This design comes from an exercise in tuning for small area, a short achievable clock period and few clock cycles on the open sky130 flow, not from production work. Where RTL was checked, it was by simulation tests only, not by an equivalence proof against the original. Power figures rest on the tool's default switching activity, not on a simulated workload.

sierra:
Design bmp_row_to_rgb565_blend_top, start of the top module:
module bmp_row_to_rgb565_blend_top (
    input  logic         aclk,
    input  logic         aresetn,
    input  logic         cfg_valid,
    output logic         cfg_ready,
    input  logic [1:0]   cfg_index,
    input  logic [15:0]  cfg_data,
    input  logic         s_valid,
    output logic         s_ready,
    input  logic [7:0]   s_data_byte,
    output logic         m_valid,
    input  logic         m_ready,
    output logic [15:0]  m_pixel_rgb565,
    output logic         m_row_last
);
    localparam int unsigned D = bmpb_pkg::QUEUE_DEPTH;
    logic [1:0]  fmt;
    logic [11:0] iw, dw;
    logic [15:0] bg;
    assign cfg_ready = 1'b1;
    always_ff @(posedge aclk) begin
        if (!aresetn) begin
            fmt <= bmpb_pkg::RESET_FORMAT;
            iw  <= bmpb_pkg::RESET_IMAGE_WIDTH;
            dw  <= bmpb_pkg::RESET_DISPLAY_WIDTH;
            bg  <= bmpb_pkg::RESET_BACKGROUND;
  ...
clock: 8.0 ns
lec_check: 0
cap_margin: 20
core_margin: 2
core_utilization: 40
setup_slack_margin: 5
slew_margin: 20
standard.sh (not shown) runs the stock make flow with config.mk's settings and CLKGATE_MAP_FILE= SYNTH_SCRIPT=/design/flow/synth_recipe.tcl, a recipe that flattens the netlist after the stock synthesis.
==> flow/flow/run.sh <==
#!/bin/bash
set -euo pipefail
MARGIN=5.7
sed -e "s/SETUP_SLACK_MARGIN=[0-9.]*/SETUP_SLACK_MARGIN=${MARGIN}/" standard.sh > standard_tight.sh
grep -q "SETUP_SLACK_MARGIN=${MARGIN}" standard_tight.sh
export BUFFER_PORTS_ARGS="-buffer_cell sky130_fd_sc_hd__buf_2"
bash standard_tight.sh > flow_make.log 2>&1
test -s out/final.def
sierra finished every step from synthesis to the final layout, and the layout passed the timing, DRC and antenna checks.
Testbench counts of sierra, summed over its fixed seeds: cycles 149,051.
Input changes introduced in willow (baseline for comparison: sierra):
Settings: changing CORE_UTILIZATION from 40 to 55.
==> flow/flow/run.sh <==
#!/bin/bash
set -euo pipefail
MARGIN=5.3
sed -e "s/SETUP_SLACK_MARGIN=[0-9.]*/SETUP_SLACK_MARGIN=${MARGIN}/" standard.sh > standard_tight.sh
grep -q "SETUP_SLACK_MARGIN=${MARGIN}" standard_tight.sh
export BUFFER_PORTS_ARGS="-buffer_cell sky130_fd_sc_hd__buf_2"
bash standard_tight.sh > flow_make.log 2>&1
test -s out/final.def
--- outcome ---
[compare] base=sierra new=willow: number of non-clock buffers in the layout went down by 52%, portion of the post-synthesis area used by sequential elements ~0 delta, routed via count fell by 525, fraction of power consumed by combinational cells -4.2 points, share of the final layout cell area in multi-input gates now smaller.
In the tables for willow and sierra, growth of design area from synthesis to finish reads higher with sierra.
Changes in raven relative to willow:
Settings: swapping 55 for 40 in CORE_UTILIZATION.
==> flow/flow/run.sh <==
#!/bin/bash
set -euo pipefail
MARGIN=5.2
sed -e "s/SETUP_SLACK_MARGIN=[0-9.]*/SETUP_SLACK_MARGIN=${MARGIN}/" standard.sh > standard_tight.sh
grep -q "SETUP_SLACK_MARGIN=${MARGIN}" standard_tight.sh
export BUFFER_PORTS_ARGS="-buffer_cell sky130_fd_sc_hd__buf_2"
bash standard_tight.sh > flow_make.log 2>&1
test -s out/final.def
--- outcome ---
raven vs willow — average wire per cell in the routed design dropped 7.6%. Against willow, initial detailed-routing violation count in raven fell by more than 10%. raven and willow ended up with nearly the same power density over the cells. Of raven and willow, the run reporting the lower die area was willow.
Here is what was changed in the inputs of quartz compared with raven.
==> flow/flow/run.sh <==
#!/bin/bash
set -euo pipefail
MARGIN=5.5
sed -e "s/SETUP_SLACK_MARGIN=[0-9.]*/SETUP_SLACK_MARGIN=${MARGIN}/" standard.sh > standard_tight.sh
grep -q "SETUP_SLACK_MARGIN=${MARGIN}" standard_tight.sh
export BUFFER_PORTS_ARGS="-buffer_cell sky130_fd_sc_hd__buf_2"
bash standard_tight.sh > flow_make.log 2>&1
test -s out/final.def
### Flow results
From raven to quartz the numbers moved as follows: global-route usage now larger, achievable frequency went up, combinational power now sits higher, area occupied by multi-input gates picked up an extra 570 um2.
quartz ends up with a final critical-path setup slack that is 0.035 ns higher than in raven.
[compare] base=raven new=quartz: via count of the first global-routing pass now larger, global routing met2 resource utilization increased 1.6 points.
> inputs changed (quartz -> xenon)
==> flow/flow/run.sh <==
#!/bin/bash
set -euo pipefail
MARGIN=5.3
sed -e "s/SETUP_SLACK_MARGIN=[0-9.]*/SETUP_SLACK_MARGIN=${MARGIN}/" standard.sh > standard_tight.sh
grep -q "SETUP_SLACK_MARGIN=${MARGIN}" standard_tight.sh
export BUFFER_PORTS_ARGS="-buffer_cell sky130_fd_sc_hd__buf_2"
bash standard_tight.sh > flow_make.log 2>&1
test -s out/final.def
==> run summary <==
- Compared to quartz, xenon reaches a higher achievable clock.
- Relative to quartz, the final routed wirelength across all metal layers measured on xenon has decreased by a few percent.
- Looking at last element of the critical path, the ha3[8] result is from xenon; the c3 one comes from quartz.
- What xenon reported for overall power after layout has to be multiplied by 1.06 to get the figure for quartz.
Input-level comparison between violet and xenon:
==> flow/flow/run.sh <==
#!/bin/bash
set -euo pipefail
MARGIN=5.3
sed -e "s/SETUP_SLACK_MARGIN=[0-9.]*/SETUP_SLACK_MARGIN=${MARGIN}/" standard.sh > standard_tight.sh
grep -q "SETUP_SLACK_MARGIN=${MARGIN}" standard_tight.sh
export BUFFER_PORTS_ARGS="-buffer_cell sky130_fd_sc_hd__buf_1"
bash standard_tight.sh > flow_make.log 2>&1
test -s out/final.def
[summary]
Comparing internal portion of total power for violet and xenon, the smaller number came from xenon.
Comparing violet against xenon, there is no change at all in number of max-slew violations in the final report.
Summary of violet over xenon: final estimated routing congestion in global placement saw a decrease; clock network fraction of total power saw an increase; post-route fraction of the period consumed by the critical path saw an increase; number of enable flip-flop cells after synthesis saw little to no change; power in the clock group saw an increase.
Compared to xenon, violet shows a narrower setup margin.
The minimum period implied by the final worst setup slack of violet was inferior to that of xenon.
violet: relative contribution of combinational cells to total power is 1.2 points lower than what xenon reported.

---

bmp_row_to_rgb565_blend_top again, from the RTL that the note above started with.
Settings: LEC_CHECK=0, CAP_MARGIN=20, CORE_MARGIN=2, CORE_UTILIZATION=30, SETUP_SLACK_MARGIN=5, SLEW_MARGIN=20; clock period 8.0 ns.
==> flow/flow/run.sh <==
#!/bin/bash
set -euo pipefail
MARGIN=5.3
sed -e "s/SETUP_SLACK_MARGIN=[0-9.]*/SETUP_SLACK_MARGIN=${MARGIN}/" standard.sh > standard_tight.sh
grep -q "SETUP_SLACK_MARGIN=${MARGIN}" standard_tight.sh
export BUFFER_PORTS_ARGS="-buffer_cell sky130_fd_sc_hd__buf_2"
bash standard_tight.sh > flow_make.log 2>&1
test -s out/final.def
Testbench counts at the start, summed over its fixed seeds: cycles 149,051.
Edit:
==> flow/run.sh (new file) <==
#!/bin/bash
# synth_recipe.tcl (not shown) runs the flow's synth.tcl, then flattens the netlist and writes it again
# the make line also repeats each setting of config.mk as NAME=value (left out here)
make -C /OpenROAD-flow-scripts/flow DESIGN_CONFIG=/design/flow/config.mk WORK_HOME=/design/flow/orfs CLKGATE_MAP_FILE= SYNTH_SCRIPT=/design/flow/synth_recipe.tcl finish
CORE_UTILIZATION = 40   (was 30)
CTS_BUF_LIST = sky130_fd_sc_hd__clkbuf_4 sky130_fd_sc_hd__clkbuf_8   (was not set)
CTS_CLUSTER_SIZE = 30   (was not set)
removed: flow/flow/run.sh
removed: flow/standard.sh
After rerunning: Power went down by roughly a tenth; utilization went up by 10 points; synthesized area stays the same; die area went down by a quarter to a third.
Edit:
CTS_BUF_LIST = not set   (was sky130_fd_sc_hd__clkbuf_4 sky130_fd_sc_hd__clkbuf_8)
CTS_CLUSTER_SIZE = not set   (was 30)
What happened: The new run finished clean; combinational power stays flat; fmax goes up by 0.76%; worst setup slack is better by 0.022 ns; critical path depth is unchanged; sequential power hardly moves; sequential share of layout area is lower by 0.46 points.
Edit:
CTS_BUF_LIST = sky130_fd_sc_hd__clkbuf_8   (was not set)
Power went down by 6.9%. Count of clock-buffer cells in the layout went down by 1. Non-clock buffer count is unchanged. First-iteration DRC count went up by 5.4%. Sequential cell count does not change.

---

run H:
Another version of the RTL of bmp_row_to_rgb565_blend_top (not shown whole).
Size in the first run: about 51 I/O pins.
==> flow/config.mk <==
export PLATFORM = sky130hd
export DESIGN_NAME = bmp_row_to_rgb565_blend_top
export DESIGN_NICKNAME = bmp_row_to_rgb565_blend_top
export VERILOG_FILES = /design/flow/design.v
export SDC_FILE = /design/flow/constraint.sdc
export NUM_CORES = 4
export LEC_CHECK = 0
export CAP_MARGIN = 20
export CORE_MARGIN = 2
export CORE_UTILIZATION = 40
export SETUP_SLACK_MARGIN = 5
export SLEW_MARGIN = 20
==> flow/constraint.sdc <==
create_clock -name core_clock -period 8.0 [get_ports {aclk}]
set_input_delay 1.6000 -clock core_clock [delete_from_list [all_inputs] [get_ports {aclk}]]
set_output_delay 1.6000 -clock core_clock [all_outputs]
set_load 0.01 [all_outputs]
run.sh (not shown) runs the stock make flow with config.mk's settings and CLKGATE_MAP_FILE= SYNTH_SCRIPT=/design/flow/synth_recipe.tcl, a recipe that flattens the netlist after the stock synthesis.
Stock flow here: none of the scripts above is used.
> inputs changed (run H -> run G)
# run H
export LEC_CHECK = 0
export CAP_MARGIN = 20
export CORE_MARGIN = 2
export CORE_UTILIZATION = 40
export SETUP_SLACK_MARGIN = 5
export SLEW_MARGIN = 20
create_clock -name core_clock -period 8.0 [get_ports {aclk}]
# run G
export LEC_CHECK = 0
export ABC_CLOCK_PERIOD_IN_PS = 2500
export CAP_MARGIN = 20
export CORE_MARGIN = 2
export CORE_UTILIZATION = 40
export SETUP_SLACK_MARGIN = 5
export SLEW_MARGIN = 20
create_clock -name core_clock -period 8.0 [get_ports {aclk}]
### Flow results
Summary of run G over run H: cell area level; share of final layout cell area taken by non-clock buffers level; total wire length ~0 delta.
Met2 wire length essentially unchanged between run H and run G.
Diff run G..run H | fraction of met3 tracks used by global routing | unchanged
Function was not checked in any run of this note: the RTL went through the layout flow alone.

## static timing again, ports no longer ideal
Ports are ideal in the flow. The routed layouts listed here were re-timed in OpenROAD. Step 1 assumes that a clkbuf_16 drives the clock port and a buf_2 every other input. Step 2 moves the port delays by t, midway between the first and last clock arrival at a register: inputs arrive t later, outputs are due t later. That takes back most of the time a late clock gives input paths. Three values: no drivers, after step 1, after step 2; two values: the first two.
run | t (ns) | slack for setup (ns) | worst setup path at the end | worst register clock-pin slew, ns | worst data-port slew with drivers (ns)
sierra | 0.486 | 5.311 / 5.288 / 4.801 | input to register | 0.08 / 0.08 | 0.10
willow | 0.489 | 5.210 / 5.210 / 4.829 | input to register | 0.09 / 0.09 | 0.05
raven | 0.491 | 5.247 / 5.230 / 4.739 | input to register | 0.08 / 0.08 | 0.09
quartz | 0.484 | 5.282 / 5.282 / 4.825 | input to register | 0.08 / 0.08 | 0.09
xenon | 0.479 | 5.308 / 5.289 / 4.809 | input to register | 0.08 / 0.08 | 0.09
violet | 0.476 | 5.270 / 5.270 / 4.820 | input to register | 0.08 / 0.08 | 0.09
the first run of note 2 | 0.490 | 5.277 / 5.276 / 4.786 | input to register | 0.08 / 0.08 | 0.06
the second run of note 2 | 0.520 | 5.064 / 5.030 / 4.544 | input to register | 0.12 / 0.12 | 0.06
the third run of note 2 | 0.485 | 5.086 / 5.039 / 4.584 | input to register | 0.08 / 0.08 | 0.07
the fourth run of note 2 | 0.520 | 5.064 / 5.030 / 4.544 | input to register | 0.12 / 0.12 | 0.06
run H | 0.577 | 4.323 / 4.323 / 4.323 | register to register | 0.06 / 0.06 | 0.04
run G | 0.577 | 4.323 / 4.323 / 4.323 | register to register | 0.06 / 0.06 | 0.04
After both steps setup and hold are still met in every run listed.
